Context: an optimization exercise on an open-source flow, tuned for small area, a short achievable clock period and few clock cycles. The choices shown serve that exercise and are no tape-out recipe. The RTL was checked by simulation tests, not by an equivalence proof against the original design. Power figures rest on the tool's default switching activity, not on a simulated workload.

==> design/flow/design.v <==
package mipsPkg;
  localparam int dataWidth    = 32;
  localparam int regAddrWidth = 5;
  typedef logic [dataWidth-1:0]    word_t;
  typedef logic [regAddrWidth-1:0] regAddr_t;
  localparam logic [5:0] OP_RTYPE = 6'b000000;
  localparam logic [5:0] OP_J     = 6'b000010;
  localparam logic [5:0] OP_BEQ   = 6'b000100;
  localparam logic [5:0] OP_BNE   = 6'b000101;
  localparam logic [5:0] OP_ADDIU = 6'b001001;
  localparam logic [5:0] OP_SLTI  = 6'b001010;
  localparam logic [5:0] OP_ANDI  = 6'b001100;
  localparam logic [5:0] OP_ORI   = 6'b001101;
  localparam logic [5:0] OP_LW    = 6'b100011;
  localparam logic [5:0] OP_SW    = 6'b101011;
  localparam logic [5:0] FN_ADDU  = 6'b100001;
  localparam logic [5:0] FN_AND   = 6'b100100;
  localparam logic [5:0] FN_OR    = 6'b100101;
endpackage
`timescale 1ns/1ps
module mipsRegFile (
  input  logic        clk,
  input  logic [4:0]  raddrA,
  input  logic [4:0]  raddrB,
  input  logic [4:0]  waddr,
  input  logic [31:0] wdata,
  input  logic        wen,
  output logic [31:0] rdataA,
  output logic [31:0] rdataB
);
  logic [31:0] regs [32];
  always_ff @(posedge clk) begin
    if (wen && waddr != '0) begin
      regs[waddr] <= wdata;
    end
  end
  assign rdataA = (raddrA == '0) ? '0 : regs[raddrA];
  assign rdataB = (raddrB == '0) ? '0 : regs[raddrB];
endmodule
`timescale 1ns/1ps
module mipsCpuTop (
  input  logic        clk,
  input  logic        rstN,
  output logic [31:0] memAddress,
  output logic        memRead,
  output logic        memWrite,
  output logic [31:0] memWriteData,
  input  logic [31:0] readData,
  input  logic        waitRequest,
  output logic        active
);
  localparam logic [31:2] RESET_PC = 30'h0000_0040;    
  logic [31:2] pc;          
  logic [31:0] ir;          
  logic        irValid;
  logic [31:2] altPc;       
  logic        mPending;    
  logic        mLoad;
  logic [31:0] mAddr;
  logic [4:0]  rbAddr;      
  logic [5:0]  fOp;
  logic [15:0] fImm;
  logic        fIsBr;
  logic        fIsJ;
  logic        fPredT;
  logic [31:2] pc4;
  logic [31:2] fTarget;
  logic [31:2] fNext;
  logic [31:2] fAlt;
  logic        fetchReq;
  logic        fetchDone;
  assign fOp     = readData[31:26];
  assign fImm    = readData[15:0];
  assign fIsBr   = (fOp == mipsPkg::OP_BEQ) || (fOp == mipsPkg::OP_BNE);
  assign fIsJ    = (fOp == mipsPkg::OP_J);
  assign fPredT  = fIsBr && fImm[15];
  assign pc4     = pc + 30'd1;
  assign fTarget = pc4 + {{14{fImm[15]}}, fImm};
  assign fNext   = fIsJ ? {pc4[31:28], readData[25:0]} : (fPredT ? fTarget : pc4);
  assign fAlt    = fPredT ? pc4 : fTarget;
  logic [5:0]  op;
  logic [5:0]  funct;
  logic [31:0] a;
  logic [31:0] b;
  logic        eValid;
  logic        isR, isAddu, isAnd, isOr;
  logic        isAddiu, isSlti, isAndi, isOri, isLw, isSw, isBeq, isBne;
  logic        writesReg;
  logic [31:0] immS;
  logic [31:0] opB;
  logic [31:0] sum;
  logic        lessThan;
  logic [31:0] aluRes;
  logic        taken;
  logic        mispredict;
  logic        startMem;
  assign op     = ir[31:26];
  assign funct  = ir[5:0];
  assign eValid = irValid && !mPending;
  assign isR     = (op == mipsPkg::OP_RTYPE);
  assign isAddu  = isR && (funct == mipsPkg::FN_ADDU);
  assign isAnd   = isR && (funct == mipsPkg::FN_AND);
  assign isOr    = isR && (funct == mipsPkg::FN_OR);
  assign isAddiu = (op == mipsPkg::OP_ADDIU);
  assign isSlti  = (op == mipsPkg::OP_SLTI);
  assign isAndi  = (op == mipsPkg::OP_ANDI);
  assign isOri   = (op == mipsPkg::OP_ORI);
  assign isLw    = (op == mipsPkg::OP_LW);
  assign isSw    = (op == mipsPkg::OP_SW);
  assign isBeq   = (op == mipsPkg::OP_BEQ);
  assign isBne   = (op == mipsPkg::OP_BNE);
  assign writesReg = isAddu || isAnd || isOr || isAddiu || isSlti || isAndi || isOri;
  assign immS = {{16{ir[15]}}, ir[15:0]};
  assign opB  = isR ? b : ((isAndi || isOri) ? {16'h0000, ir[15:0]} : immS);
  assign sum  = a + opB;
  assign lessThan = $signed(a) < $signed(immS);
  always_comb begin
    if (isAnd || isAndi)     aluRes = a & opB;
    else if (isOr || isOri)  aluRes = a | opB;
    else if (isSlti)         aluRes = {31'd0, lessThan};
    else                     aluRes = sum;
  end
  assign taken      = (a == b) ^ isBne;
  assign mispredict = eValid && (isBeq || isBne) && (taken != ir[15]) && (ir[15:0] != 16'h0000);
  assign startMem   = eValid && (isLw || isSw);
  logic mDone;
  assign fetchReq  = rstN && !mPending && (pc != '0);
  assign fetchDone = fetchReq && !waitRequest;
  assign mDone     = mPending && !waitRequest;
  assign memRead      = fetchReq || (rstN && mPending && mLoad);
  assign memWrite     = rstN && mPending && !mLoad;
  assign memAddress   = mPending ? mAddr : {pc, 2'b00};
  assign active       = !((pc == '0) && !irValid && !mPending);
  logic        wen;
  logic [4:0]  waddr;
  logic [31:0] wdata;
  assign wen   = mPending ? (mLoad && !waitRequest) : (eValid && writesReg);
  assign waddr = mPending ? rbAddr : (isR ? ir[15:11] : ir[20:16]);
  assign wdata = mPending ? readData : aluRes;
  mipsRegFile u_regs (
    .clk    (clk),
    .raddrA (ir[25:21]),
    .raddrB (rbAddr),
    .waddr  (waddr),
    .wdata  (wdata),
    .wen    (wen),
    .rdataA (a),
    .rdataB (b)
  );
  assign memWriteData = b;
  always_ff @(posedge clk) begin
    if (!rstN) begin
      pc       <= RESET_PC;
      irValid  <= 1'b0;
      mPending <= 1'b0;
    end else begin
      if (mispredict) begin
        pc      <= altPc;
        irValid <= 1'b0;
      end else if (fetchDone) begin
        pc      <= fNext;
        irValid <= 1'b1;
      end else if (eValid) begin
        irValid <= 1'b0;
      end
      if (startMem) begin
        mPending <= 1'b1;
      end else if (mDone) begin
        mPending <= 1'b0;
      end
    end
  end
  always_ff @(posedge clk) begin
    if (fetchDone && !mispredict) begin
      ir    <= readData;
      altPc <= fAlt;
    end
    if (fetchDone && !mispredict && !startMem) begin
      rbAddr <= readData[20:16];
    end else if (mDone) begin
      rbAddr <= ir[20:16];
    end
    if (startMem) begin
      mLoad <= isLw;
      mAddr <= sum;
    end
  end
endmodule
==> design/flow/run.sh <==
#!/bin/bash
# synth_recipe.tcl (not shown) runs the flow's synth.tcl, then flattens the netlist and writes it again
# the make line also repeats each setting of config.mk as NAME=value (left out here)
make -C /OpenROAD-flow-scripts/flow DESIGN_CONFIG=/design/flow/config.mk WORK_HOME=/design/flow/orfs CLKGATE_MAP_FILE= SYNTH_SCRIPT=/design/flow/synth_recipe.tcl finish
==> design/flow/config.mk <==
export PLATFORM = sky130hd
export DESIGN_NAME = mipsCpuTop
export DESIGN_NICKNAME = mipsCpuTop
export VERILOG_FILES = /design/flow/design.v
export SDC_FILE = /design/flow/constraint.sdc
export NUM_CORES = 4
export LEC_CHECK = 0
export CAP_MARGIN = 20
export CORE_MARGIN = 2
export CORE_UTILIZATION = 40
export SLEW_MARGIN = 20
==> design/flow/constraint.sdc <==
create_clock -name core_clock -period 10.0 [get_ports {clk}]
set_input_delay 2.0000 -clock core_clock [delete_from_list [all_inputs] [get_ports {clk}]]
set_output_delay 2.0000 -clock core_clock [all_outputs]
set_load 0.01 [all_outputs]
==> notes.md, run 1 <==
FINISH
-------------------------------------------------------------------------------------
Net count reported at finish                                                    4,079
Layout Area Growth over Synthesis                                               13.0%
Most common cell after layout, fill and taps aside                       sky130_fd_sc_hd__edfxtp_1
Fraction of final layout cells sized beyond drive strength 1                    25.1%
Most frequent cells in the layout                                        sky130_fd_sc_hd__edfxtp_1, sky130_fd_sc_hd__mux4_2, sky130_fd_sc_hd__nor2_1
Utilization after layout                                                        45.6%
Number of standard cells in the final layout excluding fillers                  6,029

CTS
-------------------------------------------------------------------------------------
Worst skew pair latency                                                       0.78 ns
Number of gates given a new drive strength after cts                                0
Maximum buffer depth of the clock tree                                              3
Number of buffers inserted during clock tree synthesis                            120
TritonCTS clock tree                                                             done
CTS clock-pin slew for the worst setup and hold paths                         0.06 ns
Total of hold buffers inserted after clock tree synthesis                           0
Cell at the root of the clock tree                                       sky130_fd_sc_hd__clkbuf_16
CTS H-tree depth                                                                    3
CTS sink count                                                                  1,166
Post-CTS repair timing setup buffer count                                           0

GLOBAL ROUTING
-------------------------------------------------------------------------------------
Via count of the first global-routing pass                                     37,500
Overflow after GRT                                                                  0
Wire length of the first global-routing pass                               278,000 um
Maximum number of pins on one net before global-route repair                       76
Initial antenna violation count                                                     7
Combined global-route utilization of all metal layers                           25.5%

TIMING
-------------------------------------------------------------------------------------
Slew HR                                                                         18.6%
Setup TNS Final                                                                  0 ns
Setup repair after global routing missed its margin                             false
Tcrit/Tclk final                                                                70.1%
Final min period                                                              7.01 ns
Worst-case clock skew                                                       0.0528 ns
Final slew viol count                                                               0
Min setup slack post-route                                                    2.99 ns
Hold violation total from the final report                                          0
Setup violators final                                                               0
Fmax                                                                        0.143 GHz
Tightest Pin Transition                                                       1.22 ns
Hold_ws                                                                      0.469 ns

YOSYS
-------------------------------------------------------------------------------------
Number of synthesized flops with an enable pin                                  1,124
Sequential share of the synthesized area                                        57.1%
Cell taking the most area after synthesis                                sky130_fd_sc_hd__edfxtp_1
Distinct cell type count after synthesis                                           78
Top FF cell, synth                                                       sky130_fd_sc_hd__edfxtp_1
YS warnings                                                                         2
Flop and latch count out of synthesis                                           1,166
Synthesized area divided by synthesized cell count                          16.0 um^2
Share of async-settable or async-resettable flops after synthesis                  0%
Synth area leaders                                                       sky130_fd_sc_hd__edfxtp_1, sky130_fd_sc_hd__mux4_2, sky130_fd_sc_hd__ha_1
Instance count of the mapped netlist                                            3,794
Top-area cell type share of the netlist area                                    55.7%
Cell area after synthesis                                                 60,600 um^2

FLOORPLAN
-------------------------------------------------------------------------------------
Initial core utilization                                                        40.4%
Full die area                                                            155,000 um^2
Core area                                                                150,000 um^2
Chip Height                                                                    393 um
Die Width                                                                      393 um
Total number of placement rows                                                    142
Ports placed on the boundary                                                      102

SETUP PATH
-------------------------------------------------------------------------------------
Start-to-end type of the worst setup path                                  reg -> out
Path depth of the worst reg2reg path                                               12
Cell with the biggest individual delay on the critical path              sky130_fd_sc_hd__dfxtp_4
Crit path max-delay family                                               buffers and inverters
Flop-to-flop setup slack                                                      3.01 ns
Critical Path Fanout Max                                                           38
CP Data Required Time                                                         8.00 ns
Stages on worst setup path                                                          7
CP max stage delay                                                            0.84 ns
Cell with the most instances on the worst path                           sky130_fd_sc_hd__buf_4
Number of buffer and inverter stages on the critical path                           3
Capturing element type of the critical path                               output port
Cell-by-cell listing of the critical path                                buf_4 > buf_4 > mux4_2 > mux2i_1 > a211o_1 > nor2_1 > clkdlybuf4s50_1
Critical Path Start Type                                                         flop
Critical path data arrival time                                               5.01 ns

STATUS
-------------------------------------------------------------------------------------
Run status                                                               complete, no violations

ROUTING
-------------------------------------------------------------------------------------
Ratio of routed vias to standard cells                                           6.39
DR vias                                                                        38,500
Detail-routed net length per standard cell                                    32.8 um
Total routed wirelength                                                    198,000 um
Number of remaining DRC errors                                                      0
Antenna violation net count after detailed routing                                  0
Count of routing violations after the opening detailed-route iteration          5,392
Initial DRT Pass Iterations                                                         6

POWER AND IR DROP
-------------------------------------------------------------------------------------
Combinational group share of total power                                        18.9%
Internal Pwr Total                                                          0.00929 W
Leakage power total                                                           22.8 nW
Fraction of power consumed by sequential logic                                  46.8%
Net switching fraction of the power                                             27.8%
Switching power total                                                       0.00358 W
Max rail drop VDD                                                            0.130 mV
Clk network pwr share                                                           34.2%
Cell Pwr Density                                                          188 nW/um^2

PLACE
-------------------------------------------------------------------------------------
Estimated wirelength of the detail-placed design                           123,000 um
Port Buffers                                                                      101
Setup slack at placement                                                      3.03 ns
Weighted congestion at the end of routability-driven global placement           0.973
Count of placed standard cells including taps                                   5,805

MIN PATH
-------------------------------------------------------------------------------------
Hold Path Origin                                                            altPc[27]
Worst Hold Path EP                                                             pc[27]
Worst Hold Class                                                           reg -> reg
Cells on Worst Hold Path                                                            2

JOB
-------------------------------------------------------------------------------------
Number of max-capacitance violations reported                                       0

power groups by stage:
stage          Sequential (W)  Combinational [W]  Clock (W)
6_report              0.00603            0.00244    0.00441
3_5_place_dp          0.00614            0.00236          0
5_1_grt               0.00603            0.00259    0.00465
4_1_cts               0.00603            0.00237    0.00447
2_1_floorplan         0.00609            0.00148          0
3_3_place_gp          0.00614            0.00232          0
layout make-up:
class | instances | area [um^2]
clock buffer | 145 | 3120
sequential | 1166 | 34600
timing repair buffer | 215 | 2120
multi-input combinational | 2278 | 24900
antenna | 1 | 2.50
tap | 2016 | 2520
clock inverter | 73 | 672
fill | 12900 | 81700
inverter | 135 | 507
synth_stat cells (13+ instances only):
master	instances
sky130_fd_sc_hd__edfxtp_1	1124
sky130_fd_sc_hd__mux4_2	576
sky130_fd_sc_hd__nor2_1	231
sky130_fd_sc_hd__nand2_1	176
sky130_fd_sc_hd__o21ai_0	138
sky130_fd_sc_hd__inv_1	135
sky130_fd_sc_hd__ha_1	126
sky130_fd_sc_hd__clkbuf_1	117
sky130_fd_sc_hd__a21oi_1	93
sky130_fd_sc_hd__mux2i_1	82
sky130_fd_sc_hd__o22ai_1	67
sky130_fd_sc_hd__a211oi_1	62
sky130_fd_sc_hd__buf_2	57
sky130_fd_sc_hd__a21o_1	56
sky130_fd_sc_hd__a211o_1	49
sky130_fd_sc_hd__nand2b_1	49
sky130_fd_sc_hd__xnor2_1	47
sky130_fd_sc_hd__dfxtp_1	42
sky130_fd_sc_hd__o211ai_1	41
sky130_fd_sc_hd__nand3_1	37
sky130_fd_sc_hd__nor3_1	35
sky130_fd_sc_hd__o21a_1	35
sky130_fd_sc_hd__mux2_2	32
sky130_fd_sc_hd__xor2_1	32
sky130_fd_sc_hd__nor2b_1	28
sky130_fd_sc_hd__buf_4	27
sky130_fd_sc_hd__and2_1	22
sky130_fd_sc_hd__buf_6	22
sky130_fd_sc_hd__buf_1	21
sky130_fd_sc_hd__nand4_1	20
sky130_fd_sc_hd__or2_2	18
sky130_fd_sc_hd__a221oi_1	15
sky130_fd_sc_hd__and3_1	13
worst reg2reg max path, cell delays in order, from the launching register on:
cell	delay, ns
sky130_fd_sc_hd__dfxtp_4	0.88
sky130_fd_sc_hd__buf_12	0.46
sky130_fd_sc_hd__mux4_2	0.67
sky130_fd_sc_hd__mux4_2	0.52
sky130_fd_sc_hd__nand2b_1	0.26
sky130_fd_sc_hd__o211ai_1	0.20
sky130_fd_sc_hd__nor4b_1	0.90
sky130_fd_sc_hd__nand4_1	0.20
sky130_fd_sc_hd__nor4_2	0.92
sky130_fd_sc_hd__mux2i_4	0.16
sky130_fd_sc_hd__nor2_4	0.64
sky130_fd_sc_hd__buf_4	0.59
sky130_fd_sc_hd__mux2_2	0.44
sequential cells by signal, indices dropped and copies added (netlist names), named ones only:
register and flops:
mLoad 1, mAddr 32, irValid 1, pc 30, ir 32, altPc 30, mPending 1, rbAddr 5
u_regs.regs 1024
per-layer routing:
metal / global-route usage (%) / vias to the layer above / wire length (um)
met3: 4.73 / 462 / 20000
met4: 12.1 / 8 / 10400
met2: 39.5 / 2319 / 90200
met5: 0 / - / 51
li1: - / 15700 / -
met1: 34.9 / 20000 / 77300
worst max path at each step:
| stage | from | end |
|---|---|---|
| 5_1_grt | flop | u_regs.regs[21][20] |
| 4_1_cts | flop | u_regs.regs[22][29] |
| 6_report | flop | memWriteData[27] |
| 3_3_place_gp | flop | rbAddr[1] |
| 2_1_floorplan | flop | u_regs.regs[0][29] |
| 3_5_place_dp | flop | u_regs.regs[27][29] |
through the flow:
| stage | area (um^2) | power, W |
|---|---|---|
| 2_1_floorplan | 60700 | 0.00757 |
| 3_3_place_gp | 64500 | 0.00846 |
| 3_5_place_dp | 64600 | 0.00850 |
| 4_1_cts | 68400 | 0.0129 |
| 5_1_grt | 68500 | 0.0133 |
| 6_report | 68500 | 0.0129 |
cells by family (layout without fill, tap and decap cells):
family	Yosys count	in the layout	share of synthesized area, %
compound gates	649	649	7.17
other cells	1	33	0.00619
flops	1166	1166	57.1
mux	690	690	23.4
xor+xnor	79	79	1.14
simple gates	700	700	5.64
fa+ha+maj	128	128	2.67
buf+inv	381	568	2.95
Testbench counts, summed over its fixed seeds: cycles 152,337.
==> run 2: changes to the inputs <==
--- a/design/flow/design.v
+++ b/design/flow/design.v
@@ -35,6 +35,12 @@
     end
   end
-  assign rdataA = (raddrA == '0) ? '0 : regs[raddrA];
-  assign rdataB = (raddrB == '0) ? '0 : regs[raddrB];
+  always_comb begin
+    rdataA = '0;
+    rdataB = '0;
+    for (int k = 1; k < 32; k++) begin
+      rdataA = rdataA | (regs[k] & {32{raddrA == 5'(k)}});
+      rdataB = rdataB | (regs[k] & {32{raddrB == 5'(k)}});
+    end
+  end
 endmodule
 `timescale 1ns/1ps
@@ -54,9 +60,12 @@
   logic [31:0] ir;          
   logic        irValid;
+  logic [31:0] opA;         
+  logic [31:0] opB;         
   logic [31:2] altPc;       
   logic        mPending;    
   logic        mLoad;
   logic [31:0] mAddr;
-  logic [4:0]  rbAddr;      
+  logic [31:0] mData;       
+  logic [4:0]  mRt;         
   logic [5:0]  fOp;
   logic [15:0] fImm;
@@ -70,4 +79,6 @@
   logic        fetchReq;
   logic        fetchDone;
+  logic [31:0] rfA;
+  logic [31:0] rfB;
   assign fOp     = readData[31:26];
   assign fImm    = readData[15:0];
@@ -81,6 +92,4 @@
   logic [5:0]  op;
   logic [5:0]  funct;
-  logic [31:0] a;
-  logic [31:0] b;
   logic        eValid;
   logic        isR, isAddu, isAnd, isOr;
@@ -88,5 +97,5 @@
   logic        writesReg;
   logic [31:0] immS;
-  logic [31:0] opB;
+  logic [31:0] opBi;
   logic [31:0] sum;
   logic        lessThan;
@@ -95,4 +104,6 @@
   logic        mispredict;
   logic        startMem;
+  logic [4:0]  eWaddr;
+  logic        eWen;
   assign op     = ir[31:26];
   assign funct  = ir[5:0];
@@ -112,16 +123,18 @@
   assign writesReg = isAddu || isAnd || isOr || isAddiu || isSlti || isAndi || isOri;
   assign immS = {{16{ir[15]}}, ir[15:0]};
-  assign opB  = isR ? b : ((isAndi || isOri) ? {16'h0000, ir[15:0]} : immS);
-  assign sum  = a + opB;
-  assign lessThan = $signed(a) < $signed(immS);
+  assign opBi = isR ? opB : ((isAndi || isOri) ? {16'h0000, ir[15:0]} : immS);
+  assign sum  = opA + opBi;
+  assign lessThan = $signed(opA) < $signed(immS);
   always_comb begin
-    if (isAnd || isAndi)     aluRes = a & opB;
-    else if (isOr || isOri)  aluRes = a | opB;
+    if (isAnd || isAndi)     aluRes = opA & opBi;
+    else if (isOr || isOri)  aluRes = opA | opBi;
     else if (isSlti)         aluRes = {31'd0, lessThan};
     else                     aluRes = sum;
   end
-  assign taken      = (a == b) ^ isBne;
+  assign taken      = (opA == opB) ^ isBne;
   assign mispredict = eValid && (isBeq || isBne) && (taken != ir[15]) && (ir[15:0] != 16'h0000);
   assign startMem   = eValid && (isLw || isSw);
+  assign eWaddr     = isR ? ir[15:11] : ir[20:16];
+  assign eWen       = eValid && writesReg && (eWaddr != 5'd0);
   logic mDone;
   assign fetchReq  = rstN && !mPending && (pc != '0);
@@ -131,22 +144,24 @@
   assign memWrite     = rstN && mPending && !mLoad;
   assign memAddress   = mPending ? mAddr : {pc, 2'b00};
+  assign memWriteData = mData;
   assign active       = !((pc == '0) && !irValid && !mPending);
   logic        wen;
   logic [4:0]  waddr;
   logic [31:0] wdata;
-  assign wen   = mPending ? (mLoad && !waitRequest) : (eValid && writesReg);
-  assign waddr = mPending ? rbAddr : (isR ? ir[15:11] : ir[20:16]);
+  logic        ldWen;
+  assign ldWen = mDone && mLoad;
+  assign wen   = mPending ? ldWen : eWen;
+  assign waddr = mPending ? mRt : eWaddr;
   assign wdata = mPending ? readData : aluRes;
   mipsRegFile u_regs (
     .clk    (clk),
-    .raddrA (ir[25:21]),
-    .raddrB (rbAddr),
+    .raddrA (readData[25:21]),
+    .raddrB (readData[20:16]),
     .waddr  (waddr),
     .wdata  (wdata),
     .wen    (wen),
-    .rdataA (a),
-    .rdataB (b)
+    .rdataA (rfA),
+    .rdataB (rfB)
   );
-  assign memWriteData = b;
   always_ff @(posedge clk) begin
     if (!rstN) begin
@@ -175,13 +190,15 @@
       ir    <= readData;
       altPc <= fAlt;
-    end
-    if (fetchDone && !mispredict && !startMem) begin
-      rbAddr <= readData[20:16];
-    end else if (mDone) begin
-      rbAddr <= ir[20:16];
+      opA   <= (eWen && eWaddr == readData[25:21]) ? aluRes : rfA;
+      opB   <= (eWen && eWaddr == readData[20:16]) ? aluRes : rfB;
+    end else if (ldWen && mRt != 5'd0) begin
+      if (mRt == ir[25:21]) opA <= readData;
+      if (mRt == ir[20:16]) opB <= readData;
     end
     if (startMem) begin
       mLoad <= isLw;
       mAddr <= sum;
+      mData <= opB;
+      mRt   <= ir[20:16];
     end
   end
--- a/design/flow/config.mk
+++ b/design/flow/config.mk
@@ -9,3 +9,4 @@
 export CORE_MARGIN = 2
 export CORE_UTILIZATION = 40
+export SETUP_SLACK_MARGIN = 5
 export SLEW_MARGIN = 20
==> notes.md, run 2 <==
STATUS
-------------------------------------------------------------------------------------
Run status                                                               complete, no violations   unchanged

YOSYS
-------------------------------------------------------------------------------------
Distinct cell type count after synthesis                                           81   was 78
Sequential share of the synthesized area                                        63.0%   was 57.1%
Number of synthesized flops with an enable pin                                  1,188   was 1,124
Top-area cell type share of the netlist area                                    61.9%   was 55.7%
Synthesized area divided by synthesized cell count                          13.0 um^2   was 16.0 um^2
Synth area leaders                                                       sky130_fd_sc_hd__edfxtp_1, sky130_fd_sc_hd__a22oi_1, sky130_fd_sc_hd__a221oi_1   was sky130_fd_sc_hd__edfxtp_1, sky130_fd_sc_hd__mux4_2, sky130_fd_sc_hd__ha_1
Instance count of the mapped netlist                                            4,420   was 3,794
Top FF cell, synth                                                       sky130_fd_sc_hd__edfxtp_1   unchanged
Share of async-settable or async-resettable flops after synthesis                  0%   unchanged
Leading cell types by count after synthesis                              sky130_fd_sc_hd__edfxtp_1, sky130_fd_sc_hd__a22oi_1, sky130_fd_sc_hd__a221oi_1   was sky130_fd_sc_hd__edfxtp_1, sky130_fd_sc_hd__mux4_2, sky130_fd_sc_hd__nor2_1
Cell taking the most area after synthesis                                sky130_fd_sc_hd__edfxtp_1   unchanged
YS warnings                                                                         2   unchanged
Flop and latch count out of synthesis                                           1,220   was 1,166
Most numerous cell in the Yosys netlist                                  sky130_fd_sc_hd__edfxtp_1   unchanged
Cell area after synthesis                                                 57,600 um^2   was 60,600 um^2

ROUTING
-------------------------------------------------------------------------------------
Initial DRT Pass Iterations                                                        19   was 6
DR vias                                                                        49,500   was 38,500
Number of remaining DRC errors                                                      0   unchanged
Ratio of routed vias to standard cells                                           7.52   was 6.39
Detail-routed net length per standard cell                                    42.3 um   was 32.8 um
Antenna violation net count after detailed routing                                  0   unchanged
Count of routing violations after the opening detailed-route iteration         12,700   was 5,392
Total routed wirelength                                                    279,000 um   was 198,000 um

MIN PATH
-------------------------------------------------------------------------------------
Cells on Worst Hold Path                                                            1   was 2
Worst Hold Class                                                           reg -> reg   unchanged
Hold Path Origin                                                             altPc[2]   was altPc[27]

FLOORPLAN
-------------------------------------------------------------------------------------
Core area                                                                143,000 um^2   was 150,000 um^2
Total number of placement rows                                                    139   was 142
Chip Height                                                                    384 um   was 393 um
Die Width                                                                      384 um   was 393 um
Full die area                                                            147,000 um^2   was 155,000 um^2
Initial core utilization                                                        40.2%   was 40.4%
Ports placed on the boundary                                                      102   unchanged

SETUP PATH
-------------------------------------------------------------------------------------
Start-to-end type of the worst setup path                                   in -> reg   was reg -> out
Critical Path Fanout Max                                                           26   was 38
CP Data Required Time                                                        10.62 ns   was 8.00 ns
Path depth of the worst reg2reg path                                               18   was 12
Critical Path Start Type                                                 primary input   was flop
Crit Reg-Reg Startpoint                                                        ir[31]
Capturing element type of the critical path                                      flop   was output port
Critical path data arrival time                                               5.77 ns   was 5.01 ns
Launch point of the critical path                                        readData[17]

CTS
-------------------------------------------------------------------------------------
CTS clock-pin slew for the worst setup and hold paths                         0.07 ns   was 0.06 ns
Worst skew pair latency                                                       0.81 ns   was 0.78 ns
Cell at the root of the clock tree                                       sky130_fd_sc_hd__clkbuf_16   unchanged
Maximum buffer depth of the clock tree                                              3   unchanged
CTS sink count                                                                  1,220   was 1,166
CTS H-tree depth                                                                    4   was 3
TritonCTS clock tree                                                             done   unchanged
Total of hold buffers inserted after clock tree synthesis                           0   unchanged
Number of buffers inserted during clock tree synthesis                            133   was 120

TIMING
-------------------------------------------------------------------------------------
Final slew viol count                                                               0   unchanged
Final min period                                                              5.15 ns   was 7.01 ns
Slew HR                                                                         20.7%   was 18.6%
Fmax                                                                        0.194 GHz   was 0.143 GHz
Worst-case clock skew                                                       0.0450 ns   was 0.0528 ns
Tightest Pin Transition                                                       1.19 ns   was 1.22 ns
Setup TNS Final                                                                  0 ns   unchanged
Setup repair after global routing missed its margin                              true   was false
Hold_ws                                                                      0.494 ns   was 0.469 ns
Hold violation total from the final report                                          0   unchanged
Tcrit/Tclk final                                                                51.5%   was 70.1%
Setup violators final                                                               0   unchanged

FINISH
-------------------------------------------------------------------------------------
Register with the most flip-flops                                         u_regs.regs   unchanged
Fill cell count                                                                12,600   was 12,900
Most frequent cells in the layout                                        sky130_fd_sc_hd__edfxtp_1, sky130_fd_sc_hd__a22oi_1, sky130_fd_sc_hd__a221oi_1   was sky130_fd_sc_hd__edfxtp_1, sky130_fd_sc_hd__mux4_2, sky130_fd_sc_hd__nor2_1
Layout Area Growth over Synthesis                                               16.9%   was 13.0%
Number of flip-flops in the largest register                                      992   was 1,024
Fraction of final layout cells sized beyond drive strength 1                    14.0%   was 25.1%
Most common cell after layout, fill and taps aside                       sky130_fd_sc_hd__edfxtp_1   unchanged
Net count reported at finish                                                    4,745   was 4,079

POWER AND IR DROP
-------------------------------------------------------------------------------------
Max rail drop VDD                                                            0.203 mV   was 0.130 mV
Overall power consumption                                                    0.0123 W   was 0.0129 W
Leakage power total                                                           22.5 nW   was 22.8 nW
Cell Pwr Density                                                          183 nW/um^2   was 188 nW/um^2

PLACE
-------------------------------------------------------------------------------------
Estimated wirelength of the detail-placed design                           156,000 um   was 123,000 um
Port Buffers                                                                      101   unchanged
Weighted congestion at the end of routability-driven global placement           0.968   was 0.973

GLOBAL ROUTING
-------------------------------------------------------------------------------------
Overflow after GRT                                                                  0   unchanged
Maximum number of pins on one net before global-route repair                       80   was 76
Combined global-route utilization of all metal layers                           36.5%   was 25.5%
Initial antenna violation count                                                    12   was 7
Via count of the first global-routing pass                                     45,300   was 37,500
Wire length of the first global-routing pass                               371,000 um   was 278,000 um

JOB
-------------------------------------------------------------------------------------
Number of max-capacitance violations reported                                       0   unchanged

-- run 2: final cells by class --
class,instances,area (um^2),share of cell area [%]
clock inverter,80,826,1.23
multi-input combinational,2792,21000,31.2
antenna,9,22.5,0.0334
timing repair buffer,312,2830,4.20
inverter,123,464,0.689
tap,1903,2380,3.54
clock buffer,152,3460,5.14
sequential,1220,36300,53.9
-- run 2: worst paths after layout --
path / end / slack (ns)
worst max-delay path: opB[19] / 4.85
worst min-delay path: pc[2] / 0.49
worst max register to register: u_regs.regs[7][27] / 5.09
worst min register to register: pc[2] / 0.49
-- run 2: worst max-delay path: stages --
cell,delay [ns]
sky130_fd_sc_hd__clkdlybuf4s50_1,0.47
sky130_fd_sc_hd__buf_4,0.33
sky130_fd_sc_hd__or3b_2,0.61
sky130_fd_sc_hd__nor2_4,0.39
sky130_fd_sc_hd__buf_4,0.75
sky130_fd_sc_hd__a22o_1,0.25
sky130_fd_sc_hd__a221oi_1,0.06
sky130_fd_sc_hd__nand4_1,0.22
sky130_fd_sc_hd__o211ai_1,0.35
sky130_fd_sc_hd__o211ai_1,0.27
-- run 2: metal layers --
metal	global-route usage [%]	part of all wire, %	vias up
met1	44.9	34	23800
met5	2.05	0.16	-
li1	-	-	18500
met3	18.4	18	1647
met2	51.4	40	5570
met4	20.9	8.3	12
-- run 2: power by group --
part           internal [W]  switching, W
Combinational      0.000400      0.000998
Sequential          0.00591     0.0000557
Clock               0.00283       0.00214
Total               0.00914       0.00320
-- run 2: through the flow --
| stage | worst slack [ns] | instance area (um^2) | utilization, % | cells |
|---|---|---|---|---|
| detailed placement | 3.57 | 61900 | 43.2 | 6279 |
| global placement | 3.54 | 61800 | 43.1 | 6276 |
| finish | 4.85 | 67400 | 47.0 | 6591 |
| global route | 4.92 | 67300 | 47.0 | 6585 |
| CTS | 4.98 | 66900 | 46.7 | 6559 |
| floorplan | 3.67 | 57700 | - | 4420 |
-- run 2: timing repair --
action / in CTS / in global routing
pin swaps: 28 / 18
buffers inserted: 37 / 19
resized for setup: 65 / 53
cloned: 11 / 4
setup endpoints to repair: 880 / 575
-- run 2: cells by family (layout without fill, tap and decap cells) --
logic type                 after synthesis  after routing  share of synthesized area (%)
AOI/OAI and AO/OA                     1515           1524                           20.1
DFF                                   1220           1220                           63.0
and+or+nand+nor                        944            947                           8.14
buffers and inverters                  420            667                           2.84
xor gates and xnor gates               137            137                           2.08
adders and majority gates              128            128                           2.81
muxes                                   56             56                           1.05
other                                    0              9                              0
Testbench counts of run 2, summed over its fixed seeds: cycles 152,337.

## port drivers added, routing unchanged
Ports are ideal in the flow. The routed layouts listed here were re-timed in OpenROAD.
Step 1 sets driving cells, clkbuf_16 on the clock port and buf_2 on the other inputs (assumed; they add their load-dependent delay and slew).
Step 2 adds t to the input delays and takes it off the output delays; t is the mean of the earliest and latest rising clock arrival at the registers after step 1. Input paths then give back, and output paths get back, about the clock's delay inside the block.
Slacks: ideal / step 1 / step 2; pairs: ideal / step 1.
run	t (ns)	slack for setup (ns)	hold WS [ns]
run 1	0.834	2.992 / 2.907 / 3.012	0.469 / 0.469 / 0.469
run 2	0.859	4.848 / 4.836 / 3.977	0.494 / 0.494 / 0.494
After both steps setup and hold are still met in every run listed. The setup slack of run 2, which loses most, moves by -0.012 ns with the drivers and by -0.871 ns with both steps.
